Context: an optimization exercise on an open-source flow, tuned for small area and a short achievable clock period. The choices shown serve that exercise and are no tape-out recipe.
The RTL was checked by simulation tests, not by an equivalence proof against the original design.
The clock port is modelled as an ideal driver, which makes a skipped or thinned clock tree look cheaper than it is; a real chip needs a root buffer or a tree.
Power figures rest on the tool's default switching activity, not on a simulated workload.

exp/xenon:
Design sobel_filter, start of the top module:
module sobel_filter #(
    parameter int IMG_WIDTH  = 128,
    parameter int IMG_HEIGHT = 128
) (
    input  logic       clk,
    input  logic       rst,
    input  logic [7:0] pixel_data,
    output logic [7:0] edge_pixel,
    output logic       edge_valid
);
    localparam int W    = IMG_WIDTH;
    localparam int FULL = 2 * IMG_WIDTH + 2;
    localparam int CW   = $clog2(FULL + 1);
    localparam int L    = 2 * W - 1;
    generate
        if (IMG_WIDTH < 8 || IMG_WIDTH > 1024 || IMG_HEIGHT < 1) begin : g_bad_param
            $error("sobel_filter: IMG_WIDTH must be 8..1024 and IMG_HEIGHT positive");
        end
    endgenerate
    logic [7:0] sr [L];
    always_ff @(posedge clk) begin
        sr[0] <= pixel_data;
        for (int k = 1; k < L; k++) sr[k] <= sr[k-1];
    end
    logic [7:0] m2_q, m0_q, t0_q, t1_q, t2_q;   
    assign m2_q = sr[W - 4];
    assign m0_q = sr[W - 2];
    assign t2_q = sr[2*W - 4];
    assign t1_q = sr[2*W - 3];
    assign t0_q = sr[2*W - 2];
    logic signed [9:0] q1_a;    
    logic        [8:0] q1_b;    
    logic        [8:0] q1_c;    
    logic signed [9:0] q1_e;    
    always_ff @(posedge clk) begin
        q1_a <= $signed({2'b00, m0_q}) - $signed({2'b00, m2_q});
        q1_b <= q1_c;    
        q1_c <= {1'b0, t1_q} + {1'b0, t2_q};
        q1_e <= $signed({2'b00, t0_q}) - $signed({2'b00, t2_q});
    end
    logic        [9:0]  q2_tsum;   
    logic signed [10:0] q2_y;      
    logic signed [10:0] q2_r;      
    logic signed [10:0] q2_qn;     
    always_ff @(posedge clk) begin
        q2_tsum <= {1'b0, q1_b} + {1'b0, q1_c};
        q2_y    <= 11'(q1_e) + (11'(q1_a) <<< 1);
        q2_r    <= $signed({2'b00, q1_c}) - 11'(q1_a);
        q2_qn   <= 11'(q1_a) + $signed({2'b00, q1_b});
    end
    logic [7:0] b0;
    assign b0 = sr[0];
    logic signed [10:0] p_x0;    
    logic signed [11:0] p_y;     
    logic signed [10:0] p_r;     
    logic signed [10:0] p_c1;    
    always_ff @(posedge clk) begin
        p_x0 <= $signed({1'b0, q2_tsum}) - $signed({3'b000, b0});
        p_y  <= 12'(q2_y) + $signed({4'b0000, b0});
        p_r  <= q2_r - $signed({3'b000, b0});
        if (q2_qn < -11'sd129)     p_c1 <= -11'sd1;
  ...
export LEC_CHECK = 0
export ABC_CLOCK_PERIOD_IN_PS = 2000
export CAP_MARGIN = 20
export CORE_MARGIN = 2
export CORE_UTILIZATION = 70
export SETUP_SLACK_MARGIN = 3.8
export SLEW_MARGIN = 20
create_clock -name core_clock -period 5.8 [get_ports {clk}]
standard.sh (not shown) runs the stock make flow with config.mk's settings and CLKGATE_MAP_FILE= SYNTH_SCRIPT=/design/flow/synth_recipe.tcl, a recipe that flattens the netlist after the stock synthesis.
==> flow/flow/run.sh <==
#!/bin/bash
# The standard layout, with the clock tree built by flow/cts_hook.tcl and
# regrouped after global placement repairs by flow/grt_hook.tcl.
set -euo pipefail
export PRE_CTS_TCL="$PWD/flow/cts_hook.tcl"
export POST_GLOBAL_ROUTE_TCL="$PWD/flow/grt_hook.tcl"
bash standard.sh finish > make_finish.log 2>&1
Other scripts of this flow, unchanged in this note and not shown: flow/flow/cts_hook.tcl, flow/flow/grt_hook.tcl, flow/flow/mytree.tcl
exp/xenon completed end to end with timing, DRC and antenna clean.
diff inputs: exp/xenon => exp/tundra
Settings: ABC_AREA newly set to 1; CORE_UTILIZATION changed from 70 to 72; SETUP_SLACK_MARGIN changed from 3.8 to 3.6.
[summary]
A worst-path cell with the longest stage delay of sky130_fd_sc_hd__dfxtp_4 is what exp/xenon shows, while sky130_fd_sc_hd__xor2_1 belongs to exp/tundra.
Compared exp/tundra against exp/xenon; overall power consumption within noise.
Compared with exp/xenon, in exp/tundra met2 layer usage reported by global route saw an increase; synthesized-area fraction occupied by ao, oa, aoi and oai cells decreased 0.54 points; routed wire length increased by about 14% relative to the old numbers.
Transition time of the tightest slew-check pin: exp/tundra higher than exp/xenon
Looking at critical path endpoint, the edge_pixel[4] result is from exp/xenon; the q1_c[5] one comes from exp/tundra.
What exp/onyx does differently from exp/tundra at the input level:
Settings: ABC_AREA: 1 -> unset; SETUP_SLACK_MARGIN: 3.6 -> 3.45; CORE_UTILIZATION: 72 -> 70.
Findings:
Delta (exp/onyx minus exp/tundra): post-synthesis sequential area ratio has decreased, routed wire length moved down, reg2reg setup slack rose by 0.26 ns, count of unique library cells instantiated by Yosys saw an increase, number of buffer and inverter stages on the critical path picked up an extra 2. | synthesized-area fraction occupied by and/or/nand/nor cells | exp/tundra vs exp/onyx | ≈ equal |. Looking at the reports, exp/tundra completed the entire flow and the layout it produced met the timing, design-rule and antenna checks. Having completed the whole flow, exp/onyx delivered a layout that passed the timing, design-rule and antenna checks. Compared with exp/tundra, exp/onyx ends up with a smaller final cell area.
Inputs modified between exp/onyx and exp/yarrow:
Settings: an added ABC_AREA of 1; a change of SETUP_SLACK_MARGIN from 3.45 to 3.6.
[summary]
Against exp/onyx as the reference, exp/yarrow delivers a lower critical path data arrival time.
Final total power delta (exp/onyx -> exp/yarrow): insignificant
Worst setup timing slack at the placement stage: exp/yarrow vs exp/onyx down 0.066 ns
exp/onyx → exp/yarrow: quantity of gates resized following cts now sits higher, critical path depth now sits lower, layout net count now sits higher, worst hold-check slack now sits higher, fmax now sits higher.
Per the comparison of exp/yarrow with exp/onyx, total half-perimeter wirelength after legalization and detailed placement saw an increase; overall via count from detail_route grew by about 1.6%; core utilization saw an increase.
The following lists how exp/nickel was set up differently from exp/yarrow:
Settings: clearing ABC_AREA, which used to be 1.
Findings:
Run comparison: exp/yarrow critical path launch point edge_pixel[0]; exp/nickel critical path launch point q1_a[0]
Going from exp/yarrow to exp/nickel, the met3 track utilization from global routing was found to have gone down by 0.16 points.
Clock period minus worst slack on exp/nickel is behind exp/yarrow.
Delta(wire length on met1, exp/nickel - exp/yarrow) > 0
The lower multi-input gate share of the layout cell area of exp/nickel and exp/yarrow is in exp/yarrow.
edge_pixel[0] as the worst setup path endpoint was reported by exp/yarrow, and q2_y[9] by exp/nickel.
exp/nickel gives more average size of a mapped cell than exp/yarrow did.
Synthesized instance count (exp/nickel vs. exp/yarrow) decreases by a few percent
The simple-gate area share of the yosys netlist on exp/nickel is in line with that on exp/yarrow.
In every run of this note, the design's own scripts or RTL, not TritonCTS, make the clock network.

## static timing again, ports no longer ideal
In the flow no input, the clock included, has a driving cell. The finished layouts below were timed again as built, in two steps. Step 1 (the two cells are an assumption about what drives the block):
set clk [get_ports {clk}]
set_driving_cell -lib_cell sky130_fd_sc_hd__clkbuf_16 $clk
set_driving_cell -lib_cell sky130_fd_sc_hd__buf_2 [delete_from_list [all_inputs] $clk]
Step 2, shift: input delay + t, output delay - t, t = (earliest + latest rising clock arrival at the registers) / 2. This alone moves slack from input paths to output paths. a / b / c = ideal ports / drivers / drivers and shift; a / b = the first two.
run	t (ns)	setup WS [ns]	worst setup path after step 2	clock arrival spread, ns	cell pins on the clock port's net
exp/xenon	0.680	3.498 / 3.395 / 3.223	input to register	0.082 / 0.083	4
exp/tundra	0.685	3.128 / 3.128 / 3.008	input to register	0.116 / 0.116	4
exp/onyx	0.689	3.387 / 3.387 / 2.990	input to register	0.072 / 0.072	4
exp/yarrow	0.691	3.539 / 3.408 / 2.998	input to register	0.068 / 0.069	4
exp/nickel	0.676	3.450 / 3.417 / 3.103	input to register	0.079 / 0.078	4
After both steps every run listed still meets setup and hold. For exp/yarrow, which loses most, drivers alone change the setup slack by -0.131 ns; drivers and shift together by -0.541 ns.
